Background: an optimization exercise with open tools, aiming at small area and a short achievable clock period. Do not read the settings as production practice. Only simulation tests tie the RTL to the original design; equivalence was not proved. Power figures rest on the tool's default switching activity, not on a simulated workload.

Setup of yarrow:
==> flow/design.v (excerpt) <==
module neuron_pe
(
	input  logic     clock,
	input  logic     reset,
	input  logic [2:0]  ctrl,
	input  logic        output_ctrl,
	input  logic [31:0] data_in,
	output logic [31:0] data_out,
	output logic     data_out_valid
);
	neuron_pe_pkg::pe_op_t   ctrl_op;
	neuron_pe_pkg::pe_step_t step;
	neuron_pe_pkg::pe_cnt_t  cnt;
	logic [7:0]              wbyte;
	neuron_pe_pkg::pe_word_t replay;
	neuron_pe_pkg::pe_word_t acc;
	neuron_pe_pkg::pe_word_t opnd;
	assign ctrl_op = neuron_pe_pkg::pe_op_t'(ctrl);
	assign data_out_valid = output_ctrl && (ctrl_op == neuron_pe_pkg::op_idle);
	op_sequencer i_op_sequencer (
		.clock (clock),
		.reset (reset),
		.ctrl  (ctrl_op),
		.step  (step),
		.cnt   (cnt)
	);
	weight_store i_weight_store (
		.clock   (clock),
		.reset   (reset),
		.ctrl    (ctrl_op),
		.data_in (data_in),
		.step    (step),
		.cnt     (cnt),
		.wbyte   (wbyte)
	);
	input_buffer i_input_buffer (
		.clock   (clock),
		.reset   (reset),
		.mul_a   (opnd),
		.step    (step),
		.replay  (replay)
	);
	mac_unit i_mac_unit (
		.clock   (clock),
		.reset   (reset),
		.data_in (data_in),
		.wbyte   (wbyte),
		.replay  (replay),
		.step    (step),
		.acc     (acc),
		.opnd    (opnd)
	);
	output_buffer i_output_buffer (
		.clock       (clock),
		.reset       (reset),
		.step        (step),
		.output_ctrl (output_ctrl),
		.acc         (acc),
		.data_out    (data_out)
	);
endmodule
Size in the first run: roughly 2,900 cells after synthesis, roughly 1,000 flip-flops, about 45,000 µm² of cells after synthesis.
clock: 8.0 ns
lec_check: 0
cap_margin: 20
core_margin: 2
core_utilization: 65
cts_buf_list: sky130_fd_sc_hd__clkbuf_8
cts_cluster_diameter: 50
cts_cluster_size: 20
place_density: 0.75
setup_slack_margin: 4.5
slew_margin: 20
tns_end_percent: 1
run.sh (not shown) runs the stock make flow with config.mk's settings and CLKGATE_MAP_FILE= SYNTH_SCRIPT=/design/flow/synth_recipe.tcl, a recipe that flattens the netlist after the stock synthesis.
#### Input delta (lagoon over yarrow)
Settings: PLACE_DENSITY: 0.75 -> unset; CORE_UTILIZATION: 65 -> 40.
Notes after the runs:
What lagoon reported for number of non-clock buffers in the layout has to be multiplied by 1.06 to get the figure for yarrow.
Going from yarrow to lagoon, total met2 wirelength after detailed routing now larger, cell area after layout has increased.
[lagoon vs yarrow] cell count of the worst reg-to-reg path: higher in lagoon
Compared with yarrow, lagoon shows a higher area added between synthesis and finish.
The delay of the slowest critical-path stage of lagoon is lower than that of yarrow.
lagoon: routing usage on met3 lower than yarrow
The run showing the greater total length of routed met3 wires is yarrow.
Wire length per cell after detailed routing shrinks by a little under 10% when moving from yarrow to lagoon.
Setup changes, lagoon to cedar
Settings: SETUP_SLACK_MARGIN: 4.5 -> 4.3.
## What came out
- Combinational fraction of design power delta (lagoon -> cedar): insignificant
- The final reports for cedar and lagoon show antenna diode instance count higher in the former.
- Count of buffers from port buffering: lagoon vs cedar, no meaningful difference
- Looking at post-CTS setup buffer count, cedar sits 1 above lagoon.
- The final worst-path setup slack of cedar falls short of that of lagoon by 0.0041 ns.

---

Another version of the RTL of neuron_pe (not shown whole).
For scale: about 2900 cells after synthesis, roughly 71 I/O pins.
Settings: LEC_CHECK=0, CAP_MARGIN=20, CORE_MARGIN=2, CORE_UTILIZATION=40, CTS_BUF_LIST=sky130_fd_sc_hd__clkbuf_8, CTS_CLUSTER_DIAMETER=40, CTS_CLUSTER_SIZE=30, SETUP_SLACK_MARGIN=4.5, SLEW_MARGIN=20, TNS_END_PERCENT=1; clock period 8.0 ns.
standard.sh (not shown) runs the stock make flow with config.mk's settings and CLKGATE_MAP_FILE= SYNTH_SCRIPT=/design/flow/synth_recipe.tcl, a recipe that flattens the netlist after the stock synthesis.
==> flow/flow/run.sh <==
#!/bin/bash
# Layout flow: the standard layout (standard.sh, ORFS), with the pins
# of the combinational input-to-output path placed next to each other
# (flow/io_group.tcl, run just before ORFS places the pins).
set -euo pipefail
here=$(pwd)
bash standard.sh finish PRE_IO_PLACEMENT_TCL="$here/flow/io_group.tcl" > "$here/standard.log" 2>&1
==> flow/flow/io_group.tcl <==
# The only input-to-output path, ctrl and output_ctrl to data_out_valid,
# is purely combinational; keep its five pins next to each other so that
# their port buffers and the gate between them sit together.
set_io_pin_constraint -group -order -pin_names {ctrl[0] ctrl[1] ctrl[2] output_ctrl data_out_valid}
The first run completed without violations.
Next try:
==> flow/flow/run.sh (replaced) <==
#!/bin/bash
# Layout flow: the standard layout (standard.sh, ORFS), with
# - the pins of the combinational input-to-output path placed next to each
#   other (flow/io_group.tcl, run just before ORFS places the pins);
# - plain buffers (buf_1) as the port buffers, which the resizer then sizes,
#   instead of the delay cells buffer_ports picks by default.
set -euo pipefail
here=$(pwd)
cts="-sink_clustering_enable -repair_clock_nets -buf_list sky130_fd_sc_hd__clkbuf_8 -dont_use_dummy_load"
bash standard.sh finish \
	PRE_IO_PLACEMENT_TCL="$here/flow/io_group.tcl" \
	CTS_ARGS="$cts" \
	BUFFER_PORTS_ARGS="-inputs -outputs -buffer_cell sky130_fd_sc_hd__buf_1" \
	> "$here/standard.log" 2>&1
- CTS_CLUSTER_DIAMETER: 40 -> 50
- CTS_CLUSTER_SIZE: 30 -> 20
The changed run finished with timing, DRC and antenna clean.
Cell area falls by 2.3%.
Clock skew rises by 120 ps.
Count of clock-buffer cells in the layout rises by 28.
Final cell count falls by 1.7%.
Next try:
--- a/flow/flow/run.sh
+++ b/flow/flow/run.sh
@@ -5 +5 @@
-# - plain buffers (buf_1) as the port buffers, which the resizer then sizes,
+# - plain buffers (buf_2) as the port buffers, which the resizer then sizes,
@@ -9 +9 @@
-cts="-sink_clustering_enable -repair_clock_nets -buf_list sky130_fd_sc_hd__clkbuf_8 -dont_use_dummy_load"
+cts="-sink_clustering_enable -repair_clock_nets -sink_clustering_size 20 -sink_clustering_max_diameter 50 -buf_list sky130_fd_sc_hd__clkbuf_8 -dont_use_dummy_load"
@@ -13 +13 @@
-	BUFFER_PORTS_ARGS="-inputs -outputs -buffer_cell sky130_fd_sc_hd__buf_1" \
+	BUFFER_PORTS_ARGS="-inputs -outputs -buffer_cell sky130_fd_sc_hd__buf_2" \
- CAP_MARGIN: 20 -> 0
- SETUP_SLACK_MARGIN: 4.5 -> 4.35
- SLEW_MARGIN: 20 -> 0
Effect: The new run completed with no timing, DRC or antenna violations. Synthesized area stays the same. Routed wire length drops by 2.1%. Via count drops by 2.0%. Hold slack is about the same. Clock power drops by about 26%. Clock-buffer cell count drops by 73. First-iteration DRC count climbs by about 4%. Global-route usage drops by 0.30 points. Power drops by 10%. Clock skew drops by 28 ps. Critical path depth does not change.
Next try:
- GPL_TIMING_DRIVEN: not set -> 0
- SETUP_SLACK_MARGIN: 4.35 -> 4.5
Now the flow finished with capacitance limit, slew limit left.
First-iteration DRC count came out higher by a quarter to a third.
Count of clock-buffer cells in the layout came out higher by 3.
Area after synthesis is unchanged.
Sequential power hardly moves.
Worst hold slack improves by 53 ps.
Die area does not change.
Cell count came out higher by a few percent.

==> separate check: timing with driven ports <==
The flow's constraints put no driver on any port. The routed layouts listed below were extracted and timed again, unchanged, in two steps. Step 1 assumes that a clkbuf_16 drives the clock port and a buf_2 every other input. Step 2 adds t to the input delays and takes it off the output delays; t is the mean of the earliest and latest rising clock arrival at the registers after step 1. Input paths then give back, and output paths get back, about the clock's delay inside the block. a / b / c = ideal / step 1 / step 2; a / b = the first two.
| run | t (ns) | setup WS [ns] | hold WS [ns] | worst setup path at the end | latest minus earliest clock arrival (ns) |
|---|---|---|---|---|---|
| yarrow | 0.780 | 4.161 / 4.116 / 3.725 | 0.469 / 0.469 / 0.469 | input to register | 0.073 / 0.073 |
| lagoon | 0.840 | 4.210 / 4.069 / 3.647 | 0.489 / 0.489 / 0.489 | input to register | 0.066 / 0.067 |
| cedar | 0.840 | 4.206 / 4.074 / 3.452 | 0.476 / 0.476 / 0.476 | input to register | 0.081 / 0.081 |
| the first run of note 2 | 0.891 | 4.303 / 4.264 / 3.613 | 0.472 / 0.472 / 0.472 | input to register | 0.047 / 0.047 |
| the second run of note 2 | 0.893 | 4.301 / 4.263 / 3.586 | 0.454 / 0.454 / 0.454 | input to register | 0.158 / 0.157 |
| the third run of note 2 | 0.807 | 4.273 / 4.241 / 3.763 | 0.453 / 0.453 / 0.453 | input to register | 0.138 / 0.137 |
| the fourth run of note 2 | 0.833 | 4.242 / 4.203 / 4.015 | 0.506 / 0.506 / 0.506 | input to register | 0.154 / 0.154 |
For cedar, which loses most, drivers alone change the setup slack by -0.132 ns; drivers and shift together by -0.754 ns.
